Source: an optimization exercise on an open RTL-to-GDS flow (aim: a short achievable clock period). Production flows keep margins and buffers that such runs may drop.
Where RTL was checked, it was by simulation tests only, not by an equivalence proof against the original.

==> trial 60 <==
==> flow/design.v <==
module video_box_overlay #(
  parameter int N_BOX   = 8,
  parameter int W_PIX   = 24,
  parameter int W_COORD = 12,
  parameter int W_THK   = 4,
  localparam int W_IDX  = (N_BOX > 1) ? $clog2(N_BOX) : 1
) (
  input  logic               clk,
  input  logic               rstn,
  input  logic               vsync,
  input  logic               hsync,
  input  logic               de,
  input  logic [W_PIX-1:0]   data,
  input  logic               cfg_we,
  input  logic [W_IDX-1:0]   cfg_idx,
  input  logic               cfg_en,
  input  logic               cfg_blend,
  input  logic [W_COORD-1:0] cfg_x,
  input  logic [W_COORD-1:0] cfg_y,
  input  logic [W_COORD-1:0] cfg_w,
  input  logic [W_COORD-1:0] cfg_h,
  input  logic [W_THK-1:0]   cfg_thick,
  input  logic [W_PIX-1:0]   cfg_color,
  output logic               vsync_o,
  output logic               hsync_o,
  output logic               de_o,
  output logic [W_PIX-1:0]   data_o,
  output logic               cfg_commit
);
  localparam int CW     = W_COORD + 1;
  localparam int N_LANE = W_PIX / 8;
  localparam logic [W_COORD-1:0] COORD_MAX = {W_COORD{1'b1}};
  logic               vsync_prev_r, de_prev_r;
  logic               vsync_rise_s, de_fall_s;
  assign vsync_rise_s = vsync & ~vsync_prev_r;
  assign de_fall_s    = ~de & de_prev_r;
  always_ff @(posedge clk or negedge rstn) begin
    if (!rstn) begin
      vsync_prev_r <= 1'b0;
      de_prev_r    <= 1'b0;
      cfg_commit   <= 1'b0;
    end else begin
      vsync_prev_r <= vsync;
      de_prev_r    <= de;
      cfg_commit   <= vsync_rise_s;
    end
  end
  logic [W_COORD-1:0] x_cnt_r [N_BOX];
  logic [W_COORD-1:0] y_cnt_r [N_BOX];
  always_ff @(posedge clk or negedge rstn) begin
    if (!rstn) begin
      for (int i = 0; i < N_BOX; i++) begin
        x_cnt_r[i] <= {W_COORD{1'b0}};
        y_cnt_r[i] <= {W_COORD{1'b0}};
      end
    end else begin
      for (int i = 0; i < N_BOX; i++) begin
        if (de_fall_s)
          x_cnt_r[i] <= {W_COORD{1'b0}};
        else if (de && (x_cnt_r[i] != COORD_MAX))
          x_cnt_r[i] <= x_cnt_r[i] + {{(W_COORD-1){1'b0}}, 1'b1};
        if (vsync_rise_s)
          y_cnt_r[i] <= {W_COORD{1'b0}};
        else if (de_fall_s && (y_cnt_r[i] != COORD_MAX))
          y_cnt_r[i] <= y_cnt_r[i] + {{(W_COORD-1){1'b0}}, 1'b1};
      end
    end
  end
  logic [CW-1:0]      cfg_t2_s;
  logic               cfg_iok_s;
  logic [W_COORD-1:0] cfg_wt_s, cfg_ht_s;
  assign cfg_t2_s  = {{(CW-W_THK-1){1'b0}}, cfg_thick, 1'b0};
  assign cfg_iok_s = (cfg_thick != {W_THK{1'b0}}) && (cfg_t2_s < {1'b0, cfg_w}) &&
                     (cfg_t2_s < {1'b0, cfg_h});
  assign cfg_wt_s  = cfg_w - {{(W_COORD-W_THK){1'b0}}, cfg_thick};
  assign cfg_ht_s  = cfg_h - {{(W_COORD-W_THK){1'b0}}, cfg_thick};
  logic               pend_en_r    [N_BOX];
  logic               pend_blend_r [N_BOX];
  logic               pend_iok_r   [N_BOX];
  logic [W_COORD-1:0] pend_x0_r    [N_BOX];
  logic [W_COORD-1:0] pend_y0_r    [N_BOX];
  logic [W_COORD-1:0] pend_w_r     [N_BOX];
  logic [W_COORD-1:0] pend_h_r     [N_BOX];
  logic [W_COORD-1:0] pend_wt_r    [N_BOX];
  logic [W_COORD-1:0] pend_ht_r    [N_BOX];
  logic [W_THK-1:0]   pend_t_r     [N_BOX];
  logic [W_PIX-1:0]   pend_color_r [N_BOX];
  logic               act_en_r     [N_BOX];
  logic               act_iok_r    [N_BOX];
  logic               act_blend_r  [N_BOX];
  logic [W_COORD-1:0] act_x0_r     [N_BOX];
  logic [W_COORD-1:0] act_y0_r     [N_BOX];
  logic [CW-1:0]      act_x1_r     [N_BOX];
  logic [CW-1:0]      act_y1_r     [N_BOX];
  logic [CW-1:0]      act_xi0_r    [N_BOX];
  logic [CW-1:0]      act_yi0_r    [N_BOX];
  logic [CW-1:0]      act_xi1_r    [N_BOX];
  logic [CW-1:0]      act_yi1_r    [N_BOX];
  logic [W_PIX-1:0]   act_color_r  [N_BOX];
  always_ff @(posedge clk or negedge rstn) begin
    if (!rstn) begin
      for (int i = 0; i < N_BOX; i++) begin
        pend_en_r[i] <= 1'b0;
        act_en_r[i]  <= 1'b0;
      end
    end else begin
      for (int i = 0; i < N_BOX; i++) begin
        if (cfg_we && (32'(cfg_idx) == i))
          pend_en_r[i] <= cfg_en;
        if (vsync_rise_s)
          act_en_r[i]  <= pend_en_r[i];
      end
    end
  end
  always_ff @(posedge clk) begin
    for (int i = 0; i < N_BOX; i++) begin
      if (cfg_we && (32'(cfg_idx) == i)) begin
        pend_blend_r[i] <= cfg_blend;
        pend_iok_r[i]   <= cfg_iok_s;
        pend_x0_r[i]    <= cfg_x;
        pend_y0_r[i]    <= cfg_y;
        pend_w_r[i]     <= cfg_w;
        pend_h_r[i]     <= cfg_h;
        pend_wt_r[i]    <= cfg_wt_s;
        pend_ht_r[i]    <= cfg_ht_s;
        pend_t_r[i]     <= cfg_thick;
        pend_color_r[i] <= cfg_color;
      end
      if (vsync_rise_s) begin
        act_iok_r[i]   <= pend_iok_r[i];
        act_blend_r[i] <= pend_blend_r[i];
        act_x0_r[i]    <= pend_x0_r[i];
        act_y0_r[i]    <= pend_y0_r[i];
        act_x1_r[i]    <= {1'b0, pend_x0_r[i]} + {1'b0, pend_w_r[i]};
        act_y1_r[i]    <= {1'b0, pend_y0_r[i]} + {1'b0, pend_h_r[i]};
        act_xi0_r[i]   <= {1'b0, pend_x0_r[i]} + {{(CW-W_THK){1'b0}}, pend_t_r[i]};
        act_yi0_r[i]   <= {1'b0, pend_y0_r[i]} + {{(CW-W_THK){1'b0}}, pend_t_r[i]};
        act_xi1_r[i]   <= {1'b0, pend_x0_r[i]} + {1'b0, pend_wt_r[i]};
        act_yi1_r[i]   <= {1'b0, pend_y0_r[i]} + {1'b0, pend_ht_r[i]};
        act_color_r[i] <= pend_color_r[i];
      end
    end
  end
  logic [N_BOX-1:0] ox_s, ix_s, oy_s, iy_s;
  always_comb begin
    for (int i = 0; i < N_BOX; i++) begin
      ox_s[i] = act_en_r[i] && (x_cnt_r[i] >= act_x0_r[i]) && ({1'b0, x_cnt_r[i]} < act_x1_r[i]);
      ix_s[i] = act_iok_r[i] && ({1'b0, x_cnt_r[i]} >= act_xi0_r[i]) &&
                ({1'b0, x_cnt_r[i]} < act_xi1_r[i]);
      oy_s[i] = (y_cnt_r[i] >= act_y0_r[i]) && ({1'b0, y_cnt_r[i]} < act_y1_r[i]);
      iy_s[i] = ({1'b0, y_cnt_r[i]} >= act_yi0_r[i]) && ({1'b0, y_cnt_r[i]} < act_yi1_r[i]);
    end
  end
  logic               s1_vs_r, s1_hs_r, s1_de_r;
  logic [W_PIX-1:0]   s1_data_r;
  logic [N_BOX-1:0]   s1_ox_r, s1_ix_r, s1_oy_r, s1_iy_r;
  logic               s2_vs_r, s2_hs_r, s2_de_r, s2_hit_r, s2_rep_r;
  logic [W_PIX-1:0]   s2_data_r;
  logic [N_BOX-1:0]   s2_sel_r;
  logic               s3_vs_r, s3_hs_r, s3_de_r;
  logic [W_PIX-1:0]   s3_a_r, s3_b_r;
  logic [N_BOX-1:0] hit_s, sel_s;
  logic             hit_any_s, rep_s;
  assign hit_s = {N_BOX{s1_de_r}} & s1_ox_r & s1_oy_r & ~(s1_ix_r & s1_iy_r);
  always_comb begin
    logic blocked;
    blocked = 1'b0;
    for (int i = 0; i < N_BOX; i++) begin
      sel_s[i] = hit_s[i] & ~blocked;
      blocked  = blocked | hit_s[i];
    end
    hit_any_s = blocked;
    rep_s     = 1'b0;
    for (int i = 0; i < N_BOX; i++)
      rep_s = rep_s | (sel_s[i] & ~act_blend_r[i]);
  end
  logic [W_PIX-1:0] sel_color_s, a_s, b_s;
  always_comb begin
    sel_color_s = {W_PIX{1'b0}};
    for (int i = 0; i < N_BOX; i++)
      sel_color_s = sel_color_s | ({W_PIX{s2_sel_r[i]}} & act_color_r[i]);
    a_s = s2_rep_r ? sel_color_s : s2_data_r;
    b_s = s2_hit_r ? sel_color_s : s2_data_r;
  end
  logic [W_PIX-1:0] mix_s;
  always_comb begin
    for (int l = 0; l < N_LANE; l++)
      mix_s[l*8 +: 8] = 8'(({1'b0, s3_a_r[l*8 +: 8]} + {1'b0, s3_b_r[l*8 +: 8]}) >> 1);
  end
  always_ff @(posedge clk) begin
    s1_ox_r  <= ox_s;
    s1_ix_r  <= ix_s;
    s1_oy_r  <= oy_s;
    s1_iy_r  <= iy_s;
    s2_sel_r <= sel_s;
  end
  always_ff @(posedge clk or negedge rstn) begin
    if (!rstn) begin
      s1_vs_r    <= 1'b0;
      s1_hs_r    <= 1'b0;
      s1_de_r    <= 1'b0;
      s1_data_r  <= {W_PIX{1'b0}};
      s2_vs_r    <= 1'b0;
      s2_hs_r    <= 1'b0;
      s2_de_r    <= 1'b0;
      s2_hit_r   <= 1'b0;
      s2_rep_r   <= 1'b0;
      s2_data_r  <= {W_PIX{1'b0}};
      s3_vs_r    <= 1'b0;
      s3_hs_r    <= 1'b0;
      s3_de_r    <= 1'b0;
      s3_a_r     <= {W_PIX{1'b0}};
      s3_b_r     <= {W_PIX{1'b0}};
      vsync_o    <= 1'b0;
      hsync_o    <= 1'b0;
      de_o       <= 1'b0;
      data_o     <= {W_PIX{1'b0}};
    end else begin
      s1_vs_r    <= vsync;
      s1_hs_r    <= hsync;
      s1_de_r    <= de;
      s1_data_r  <= data;
      s2_vs_r    <= s1_vs_r;
      s2_hs_r    <= s1_hs_r;
      s2_de_r    <= s1_de_r;
      s2_hit_r   <= hit_any_s;
      s2_rep_r   <= rep_s;
      s2_data_r  <= s1_data_r;
      s3_vs_r    <= s2_vs_r;
      s3_hs_r    <= s2_hs_r;
      s3_de_r    <= s2_de_r;
      s3_a_r     <= a_s;
      s3_b_r     <= b_s;
      vsync_o    <= s3_vs_r;
      hsync_o    <= s3_hs_r;
      de_o       <= s3_de_r;
      data_o     <= mix_s;
    end
  end
endmodule
==> flow/run.sh <==
#!/bin/bash
# synth_recipe.tcl (not shown) runs the flow's synth.tcl, then flattens the netlist and writes it again
# the make line also repeats each setting of config.mk as NAME=value (left out here)
make -C /OpenROAD-flow-scripts/flow DESIGN_CONFIG=/design/flow/config.mk WORK_HOME=/design/flow/orfs CLKGATE_MAP_FILE= SYNTH_SCRIPT=/design/flow/synth_recipe.tcl finish
==> flow/config.mk <==
export PLATFORM = sky130hd
export DESIGN_NAME = video_box_overlay
export DESIGN_NICKNAME = video_box_overlay
export VERILOG_FILES = /design/flow/design.v
export SDC_FILE = /design/flow/constraint.sdc
export NUM_CORES = 4
export LEC_CHECK = 0
export ABC_CLOCK_PERIOD_IN_PS = 1500
export CAP_MARGIN = 20
export CORE_MARGIN = 2
export CORE_UTILIZATION = 65
export CTS_CLUSTER_DIAMETER = 80
export CTS_CLUSTER_SIZE = 25
export SETUP_SLACK_MARGIN = 3.3
export SLEW_MARGIN = 20
export SYNTH_HIERARCHICAL = 0
==> flow/constraint.sdc <==
create_clock -name core_clock -period 5.3 [get_ports {clk}]
set_input_delay 1.0600 -clock core_clock [delete_from_list [all_inputs] [get_ports {clk}]]
set_output_delay 1.0600 -clock core_clock [all_outputs]
set_load 0.01 [all_outputs]
==> inputs of build 81, as changes to trial 60 <==
==> flow/design.v, changed modules only <==
module video_box_overlay #(
  parameter int N_BOX   = 8,
  parameter int W_PIX   = 24,
  parameter int W_COORD = 12,
  parameter int W_THK   = 4,
  localparam int W_IDX  = (N_BOX > 1) ? $clog2(N_BOX) : 1
) (
  input  logic               clk,
  input  logic               rstn,
  input  logic               vsync,
  input  logic               hsync,
  input  logic               de,
  input  logic [W_PIX-1:0]   data,
  input  logic               cfg_we,
  input  logic [W_IDX-1:0]   cfg_idx,
  input  logic               cfg_en,
  input  logic               cfg_blend,
  input  logic [W_COORD-1:0] cfg_x,
  input  logic [W_COORD-1:0] cfg_y,
  input  logic [W_COORD-1:0] cfg_w,
  input  logic [W_COORD-1:0] cfg_h,
  input  logic [W_THK-1:0]   cfg_thick,
  input  logic [W_PIX-1:0]   cfg_color,
  output logic               vsync_o,
  output logic               hsync_o,
  output logic               de_o,
  output logic [W_PIX-1:0]   data_o,
  output logic               cfg_commit
);
  localparam int CW     = W_COORD + 1;
  localparam int N_LANE = W_PIX / 8;
  localparam logic [W_COORD-1:0] COORD_MAX = {W_COORD{1'b1}};
  logic               vsync_prev_r, de_prev_r;
  logic               vsync_rise_s, de_fall_s;
  assign vsync_rise_s = vsync & ~vsync_prev_r;
  assign de_fall_s    = ~de & de_prev_r;
  always_ff @(posedge clk or negedge rstn) begin
    if (!rstn) begin
      vsync_prev_r <= 1'b0;
      de_prev_r    <= 1'b0;
      cfg_commit   <= 1'b0;
    end else begin
      vsync_prev_r <= vsync;
      de_prev_r    <= de;
      cfg_commit   <= vsync_rise_s;
    end
  end
  logic [W_COORD-1:0] x_cnt_r [N_BOX];
  logic [W_COORD-1:0] y_cnt_r [N_BOX];
  always_ff @(posedge clk or negedge rstn) begin
    if (!rstn) begin
      for (int i = 0; i < N_BOX; i++) begin
        x_cnt_r[i] <= {W_COORD{1'b0}};
        y_cnt_r[i] <= {W_COORD{1'b0}};
      end
    end else begin
      for (int i = 0; i < N_BOX; i++) begin
        if (de_fall_s)
          x_cnt_r[i] <= {W_COORD{1'b0}};
        else if (de && (x_cnt_r[i] != COORD_MAX))
          x_cnt_r[i] <= x_cnt_r[i] + {{(W_COORD-1){1'b0}}, 1'b1};
        if (vsync_rise_s)
          y_cnt_r[i] <= {W_COORD{1'b0}};
        else if (de_fall_s && (y_cnt_r[i] != COORD_MAX))
          y_cnt_r[i] <= y_cnt_r[i] + {{(W_COORD-1){1'b0}}, 1'b1};
      end
    end
  end
  logic [CW-1:0]      cfg_t2_s;
  logic               cfg_iok_s;
  logic [W_COORD-1:0] cfg_wt_s, cfg_ht_s;
  assign cfg_t2_s  = {{(CW-W_THK-1){1'b0}}, cfg_thick, 1'b0};
  assign cfg_iok_s = (cfg_thick != {W_THK{1'b0}}) && (cfg_t2_s < {1'b0, cfg_w}) &&
                     (cfg_t2_s < {1'b0, cfg_h});
  assign cfg_wt_s  = cfg_w - {{(W_COORD-W_THK){1'b0}}, cfg_thick};
  assign cfg_ht_s  = cfg_h - {{(W_COORD-W_THK){1'b0}}, cfg_thick};
  logic               pend_en_r    [N_BOX];
  logic               pend_blend_r [N_BOX];
  logic               pend_iok_r   [N_BOX];
  logic [W_COORD-1:0] pend_x0_r    [N_BOX];
  logic [W_COORD-1:0] pend_y0_r    [N_BOX];
  logic [W_COORD-1:0] pend_w_r     [N_BOX];
  logic [W_COORD-1:0] pend_h_r     [N_BOX];
  logic [W_COORD-1:0] pend_wt_r    [N_BOX];
  logic [W_COORD-1:0] pend_ht_r    [N_BOX];
  logic [W_THK-1:0]   pend_t_r     [N_BOX];
  logic [W_PIX-1:0]   pend_color_r [N_BOX];
  logic               act_en_r     [N_BOX];
  logic               act_iok_r    [N_BOX];
  logic               act_blend_r  [N_BOX];
  logic [W_COORD-1:0] act_x0_r     [N_BOX];
  logic [W_COORD-1:0] act_y0_r     [N_BOX];
  logic [CW-1:0]      act_x1_r     [N_BOX];
  logic [CW-1:0]      act_y1_r     [N_BOX];
  logic [CW-1:0]      act_xi0_r    [N_BOX];
  logic [CW-1:0]      act_yi0_r    [N_BOX];
  logic [CW-1:0]      act_xi1_r    [N_BOX];
  logic [CW-1:0]      act_yi1_r    [N_BOX];
  logic [W_PIX-1:0]   act_color_r  [N_BOX];
  always_ff @(posedge clk or negedge rstn) begin
    if (!rstn) begin
      for (int i = 0; i < N_BOX; i++) begin
        pend_en_r[i]    <= 1'b0;
        pend_blend_r[i] <= 1'b0;
        pend_iok_r[i]   <= 1'b0;
        pend_x0_r[i]    <= {W_COORD{1'b0}};
        pend_y0_r[i]    <= {W_COORD{1'b0}};
        pend_w_r[i]     <= {W_COORD{1'b0}};
        pend_h_r[i]     <= {W_COORD{1'b0}};
        pend_wt_r[i]    <= {W_COORD{1'b0}};
        pend_ht_r[i]    <= {W_COORD{1'b0}};
        pend_t_r[i]     <= {W_THK{1'b0}};
        pend_color_r[i] <= {W_PIX{1'b0}};
        act_en_r[i]     <= 1'b0;
        act_iok_r[i]    <= 1'b0;
        act_blend_r[i]  <= 1'b0;
        act_x0_r[i]     <= {W_COORD{1'b0}};
        act_y0_r[i]     <= {W_COORD{1'b0}};
        act_x1_r[i]     <= {CW{1'b0}};
        act_y1_r[i]     <= {CW{1'b0}};
        act_xi0_r[i]    <= {CW{1'b0}};
        act_yi0_r[i]    <= {CW{1'b0}};
        act_xi1_r[i]    <= {CW{1'b0}};
        act_yi1_r[i]    <= {CW{1'b0}};
        act_color_r[i]  <= {W_PIX{1'b0}};
      end
    end else begin
      for (int i = 0; i < N_BOX; i++) begin
        if (cfg_we && (32'(cfg_idx) == i)) begin
          pend_en_r[i]    <= cfg_en;
          pend_blend_r[i] <= cfg_blend;
          pend_iok_r[i]   <= cfg_iok_s;
          pend_x0_r[i]    <= cfg_x;
          pend_y0_r[i]    <= cfg_y;
          pend_w_r[i]     <= cfg_w;
          pend_h_r[i]     <= cfg_h;
          pend_wt_r[i]    <= cfg_wt_s;
          pend_ht_r[i]    <= cfg_ht_s;
          pend_t_r[i]     <= cfg_thick;
          pend_color_r[i] <= cfg_color;
        end
        if (vsync_rise_s) begin
          act_en_r[i]    <= pend_en_r[i];
          act_iok_r[i]   <= pend_iok_r[i];
          act_blend_r[i] <= pend_blend_r[i];
          act_x0_r[i]    <= pend_x0_r[i];
          act_y0_r[i]    <= pend_y0_r[i];
          act_x1_r[i]    <= {1'b0, pend_x0_r[i]} + {1'b0, pend_w_r[i]};
          act_y1_r[i]    <= {1'b0, pend_y0_r[i]} + {1'b0, pend_h_r[i]};
          act_xi0_r[i]   <= {1'b0, pend_x0_r[i]} + {{(CW-W_THK){1'b0}}, pend_t_r[i]};
          act_yi0_r[i]   <= {1'b0, pend_y0_r[i]} + {{(CW-W_THK){1'b0}}, pend_t_r[i]};
          act_xi1_r[i]   <= {1'b0, pend_x0_r[i]} + {1'b0, pend_wt_r[i]};
          act_yi1_r[i]   <= {1'b0, pend_y0_r[i]} + {1'b0, pend_ht_r[i]};
          act_color_r[i] <= pend_color_r[i];
        end
      end
    end
  end
  logic [N_BOX-1:0] ox_s, ix_s, oy_s, iy_s;
  always_comb begin
    for (int i = 0; i < N_BOX; i++) begin
      ox_s[i] = act_en_r[i] && (x_cnt_r[i] >= act_x0_r[i]) && ({1'b0, x_cnt_r[i]} < act_x1_r[i]);
      ix_s[i] = act_iok_r[i] && ({1'b0, x_cnt_r[i]} >= act_xi0_r[i]) &&
                ({1'b0, x_cnt_r[i]} < act_xi1_r[i]);
      oy_s[i] = (y_cnt_r[i] >= act_y0_r[i]) && ({1'b0, y_cnt_r[i]} < act_y1_r[i]);
      iy_s[i] = ({1'b0, y_cnt_r[i]} >= act_yi0_r[i]) && ({1'b0, y_cnt_r[i]} < act_yi1_r[i]);
    end
  end
  logic               s1_vs_r, s1_hs_r, s1_de_r;
  logic [W_PIX-1:0]   s1_data_r;
  logic [N_BOX-1:0]   s1_ox_r, s1_ix_r, s1_oy_r, s1_iy_r;
  logic               s2_vs_r, s2_hs_r, s2_de_r, s2_hit_r, s2_rep_r;
  logic [W_PIX-1:0]   s2_data_r;
  logic [N_BOX-1:0]   s2_sel_r;
  logic               s3_vs_r, s3_hs_r, s3_de_r;
  logic [W_PIX-1:0]   s3_a_r, s3_b_r;
  logic [N_BOX-1:0] hit_s, sel_s;
  logic             hit_any_s, rep_s;
  assign hit_s = {N_BOX{s1_de_r}} & s1_ox_r & s1_oy_r & ~(s1_ix_r & s1_iy_r);
  always_comb begin
    logic blocked;
    blocked = 1'b0;
    for (int i = 0; i < N_BOX; i++) begin
      sel_s[i] = hit_s[i] & ~blocked;
      blocked  = blocked | hit_s[i];
    end
    hit_any_s = blocked;
    rep_s     = 1'b0;
    for (int i = 0; i < N_BOX; i++)
      rep_s = rep_s | (sel_s[i] & ~act_blend_r[i]);
  end
  logic [W_PIX-1:0] sel_color_s, a_s, b_s;
  always_comb begin
    sel_color_s = {W_PIX{1'b0}};
    for (int i = 0; i < N_BOX; i++)
      sel_color_s = sel_color_s | ({W_PIX{s2_sel_r[i]}} & act_color_r[i]);
    a_s = s2_rep_r ? sel_color_s : s2_data_r;
    b_s = s2_hit_r ? sel_color_s : s2_data_r;
  end
  logic [W_PIX-1:0] mix_s;
  always_comb begin
    for (int l = 0; l < N_LANE; l++)
      mix_s[l*8 +: 8] = 8'(({1'b0, s3_a_r[l*8 +: 8]} + {1'b0, s3_b_r[l*8 +: 8]}) >> 1);
  end
  always_ff @(posedge clk) begin
    s1_ox_r  <= ox_s;
    s1_ix_r  <= ix_s;
    s1_oy_r  <= oy_s;
    s1_iy_r  <= iy_s;
    s2_sel_r <= sel_s;
  end
  always_ff @(posedge clk or negedge rstn) begin
    if (!rstn) begin
      s1_vs_r    <= 1'b0;
      s1_hs_r    <= 1'b0;
      s1_de_r    <= 1'b0;
      s1_data_r  <= {W_PIX{1'b0}};
      s2_vs_r    <= 1'b0;
      s2_hs_r    <= 1'b0;
      s2_de_r    <= 1'b0;
      s2_hit_r   <= 1'b0;
      s2_rep_r   <= 1'b0;
      s2_data_r  <= {W_PIX{1'b0}};
      s3_vs_r    <= 1'b0;
      s3_hs_r    <= 1'b0;
      s3_de_r    <= 1'b0;
      s3_a_r     <= {W_PIX{1'b0}};
      s3_b_r     <= {W_PIX{1'b0}};
      vsync_o    <= 1'b0;
      hsync_o    <= 1'b0;
      de_o       <= 1'b0;
      data_o     <= {W_PIX{1'b0}};
    end else begin
      s1_vs_r    <= vsync;
      s1_hs_r    <= hsync;
      s1_de_r    <= de;
      s1_data_r  <= data;
      s2_vs_r    <= s1_vs_r;
      s2_hs_r    <= s1_hs_r;
      s2_de_r    <= s1_de_r;
      s2_hit_r   <= hit_any_s;
      s2_rep_r   <= rep_s;
      s2_data_r  <= s1_data_r;
      s3_vs_r    <= s2_vs_r;
      s3_hs_r    <= s2_hs_r;
      s3_de_r    <= s2_de_r;
      s3_a_r     <= a_s;
      s3_b_r     <= b_s;
      vsync_o    <= s3_vs_r;
      hsync_o    <= s3_hs_r;
      de_o       <= s3_de_r;
      data_o     <= mix_s;
    end
  end
endmodule
- CORE_UTILIZATION: 65 -> 75
- PLACE_DENSITY: default -> 0.82
- SETUP_SLACK_MARGIN: 3.3 -> 3.5
==> notes <==
Synthesized area: build 81 is larger than trial 60 (8.5%). Build 81 failed in global routing. Trial 60 produced a clean layout. Against build 81, the synthesized cell count of trial 60 is lower by about 30%.
==> figures <==
quantity	trial 60	build 81
Outcome	complete, no violations	aborted with a tool error
Stage where the flow stopped	-	global routing
Initial standard-cell utilization of the core	0.654	0.757
Syn Inst Count	8868	13001
Resized Gates After CTS	1196	2117
Multiplexer fraction of the synthesized cell area	0.00468	0.0261
Buffers inserted during post-CTS setup optimization	479	880
Distinct cell type count after synthesis	85	82
Total nets after synthesis	10269	14402
Post-synthesis compound-gate area fraction	0.105	0.149
Number of buffers created by CTS	120	119
Cell count after placement	11313	15000
Post-synthesis instance area	112000 um2	122000 um2
DP HPWL	204000 um	250000 um
For trial 60, only the layout was checked, not whether the RTL still works.

separate check: timing with driven ports:
No port has a modelled driver above. Below, the same layout with a new extraction and two added sets of constraints.
Step 1: set_driving_cell puts a clkbuf_16 on clk and a buf_2 on each other input, an assumption about the parent block.
Step 2, shift: input delay + t, output delay - t, t = (earliest + latest rising clock arrival at the registers) / 2. This alone moves slack from input paths to output paths.
Three values: ideal, step 1, step 2; two values: the first two.
run: trial 60
t, ns: 0.912
setup slack, ns: 2.846 / 2.784 / 2.287
clock arrival spread, ns: 0.059 / 0.059
slew at the worst register clock pin (ns): 0.11 / 0.11
worst slew at a driven data input, ns: 0.11
After both steps trial 60 still meets setup and hold. For trial 60, drivers alone change the setup slack by -0.062 ns; drivers and shift together by -0.559 ns.
